This design comes from an exercise in tuning for small area on the open sky130 flow, not from production work.
Only simulation tests tie the RTL to the original design; equivalence was not proved.
Power is estimated from default activity; no workload was simulated.

## random_burst_motion_scheduler
module random_burst_motion_scheduler (
  input  logic              clk,
  input  logic              rst,
  input  logic              psel,
  input  logic              penable,
  input  logic              pwrite,
  input  logic [2:0]        paddr,
  input  logic [31:0]       pwdata,
  output logic [31:0]       prdata,
  output logic              pready,
  input  logic              in_valid,
  output logic              in_stall,
  input  logic [31:0]       now_ms,
  input  logic              report_ready,
  output logic              out_valid,
  input  logic              out_stall,
  output logic              send_move,
  output logic signed [4:0] delta_x,
  output logic signed [4:0] delta_y
);
  localparam logic [4:0] S_IDLE = 5'b00000, S_INIT = 5'b00001, S_P0   = 5'b00010,
                         S_ADD  = 5'b00011, S_FING = 5'b00100;
  localparam logic [4:0] S_LEN1 = 5'b01000, S_GP1D = 5'b01001, S_DX1  = 5'b01010,
  ...
For scale: ~690 cells after synthesis, about 190 flip-flops, roughly 120 I/O pins, roughly 0.0067 mm2 of cells after synthesis.
export LEC_CHECK = 0
export ABC_AREA = 1
export CAP_MARGIN = 20
export CORE_MARGIN = 2
export CORE_UTILIZATION = 70
export SLEW_MARGIN = 20
create_clock -name core_clock -period 8.0 [get_ports {clk}]
standard.sh (not shown) runs the stock make flow with config.mk's settings and CLKGATE_MAP_FILE= SYNTH_SCRIPT=/design/flow/synth_recipe.tcl, a recipe that flattens the netlist after the stock synthesis.
==> flow/flow/run.sh <==
#!/bin/bash
# The standard ORFS layout, changed in two ways only: the port buffers use
# the smallest buffer cell, and CTS inserts no dummy loads.
set -uo pipefail
bash standard.sh \
  "BUFFER_PORTS_ARGS=-buffer_cell sky130_fd_sc_hd__buf_1" \
  "CTS_ARGS=-sink_clustering_enable -repair_clock_nets -dont_use_dummy_load -buf_list sky130_fd_sc_hd__clkbuf_8 -sink_clustering_size 30 -sink_clustering_max_diameter 100" \
  finish > standard_sh.log 2>&1
status=$?
cp orfs/logs/*/random_burst_motion_scheduler/base/*.log . 2>/dev/null || true
exit $status
The first run finished with timing, DRC and antenna clean.
Next try:
--- a/flow/flow/run.sh
+++ b/flow/flow/run.sh
@@ -7 +7 @@
-  "CTS_ARGS=-sink_clustering_enable -repair_clock_nets -dont_use_dummy_load -buf_list sky130_fd_sc_hd__clkbuf_8 -sink_clustering_size 30 -sink_clustering_max_diameter 100" \
+  "CTS_ARGS=-sink_clustering_enable -repair_clock_nets -dont_use_dummy_load -buf_list sky130_fd_sc_hd__clkbuf_16 -sink_clustering_size 50 -sink_clustering_max_diameter 150" \
Effect:
- global-route usage rises by 1.8 points
- area after synthesis is unchanged
- final cell count stays the same
- hold slack gets better by 11 ps
- combinational power rises by about 3%
- sequential share of layout area falls by 1.4 points
- wire length rises by about 7%

* * *

random_burst_motion_scheduler again, from the RTL that the note above started with.
==> flow/config.mk <==
export PLATFORM = sky130hd
export DESIGN_NAME = random_burst_motion_scheduler
export DESIGN_NICKNAME = random_burst_motion_scheduler
export VERILOG_FILES = /design/flow/design.v
export SDC_FILE = /design/flow/constraint.sdc
export NUM_CORES = 4
export LEC_CHECK = 0
export ABC_AREA = 1
export CAP_MARGIN = 20
export CORE_MARGIN = 2
export CORE_UTILIZATION = 70
export SLEW_MARGIN = 20
==> flow/constraint.sdc <==
create_clock -name core_clock -period 8.0 [get_ports {clk}]
set_input_delay 1.6000 -clock core_clock [delete_from_list [all_inputs] [get_ports {clk}]]
set_output_delay 1.6000 -clock core_clock [all_outputs]
set_load 0.01 [all_outputs]
==> flow/flow/run.sh <==
#!/bin/bash
# The standard ORFS layout, changed in two ways only: the port buffers use
# the smallest buffer cell, and CTS inserts no dummy loads.
set -uo pipefail
bash standard.sh \
  "BUFFER_PORTS_ARGS=-buffer_cell sky130_fd_sc_hd__buf_1" \
  "CTS_ARGS=-repair_clock_nets -dont_use_dummy_load -buf_list sky130_fd_sc_hd__clkbuf_16" \
  finish > standard_sh.log 2>&1
status=$?
cp orfs/logs/*/random_burst_motion_scheduler/base/*.log . 2>/dev/null || true
exit $status
==> next run, changes <==
--- a/flow/flow/run.sh
+++ b/flow/flow/run.sh
@@ -5,5 +5,5 @@
 bash standard.sh \
   "BUFFER_PORTS_ARGS=-buffer_cell sky130_fd_sc_hd__buf_1" \
-  "CTS_ARGS=-repair_clock_nets -dont_use_dummy_load -buf_list sky130_fd_sc_hd__clkbuf_16" \
+  "CTS_ARGS=-sink_clustering_enable -repair_clock_nets -dont_use_dummy_load -buf_list sky130_fd_sc_hd__clkbuf_8" \
   finish > standard_sh.log 2>&1
 status=$?
Effect: Die area stays the same; non-clock buffer count does not change; via count goes down by 1.5%; flip-flop and latch count does not change.

## separate check: timing with driven ports
The results above use ideal ports. As a check the final layouts listed here were re-extracted and re-timed, cells and wires unchanged. Step 1 assumes that a clkbuf_16 drives the clock port and a buf_2 every other input. Step 2 times the ports against the registers' clock, not the clock port: input delays grow and output delays shrink by t, the midpoint of the rising clock arrivals with the driver on. Three values: no drivers, after step 1, after step 2; two values: the first two.
| run | t, ns | slack for setup (ns) | worst setup path after step 2 | latest minus earliest clock arrival (ns) | worst register clock-pin slew, ns |
|---|---|---|---|---|---|
| the first run of note 1 | 0.478 | 1.404 / 1.411 / 0.933 | input to register | 0.039 / 0.040 | 0.10 / 0.10 |
| the second run of note 1 | 0.456 | 1.346 / 1.358 / 0.902 | input to register | 0.028 / 0.027 | 0.07 / 0.07 |
| the first run of note 2 | 0.456 | 1.346 / 1.358 / 0.902 | input to register | 0.028 / 0.027 | 0.07 / 0.07 |
| the second run of note 2 | 0.478 | 1.404 / 1.411 / 0.933 | input to register | 0.039 / 0.040 | 0.10 / 0.10 |
After both steps every run listed still meets setup and hold.
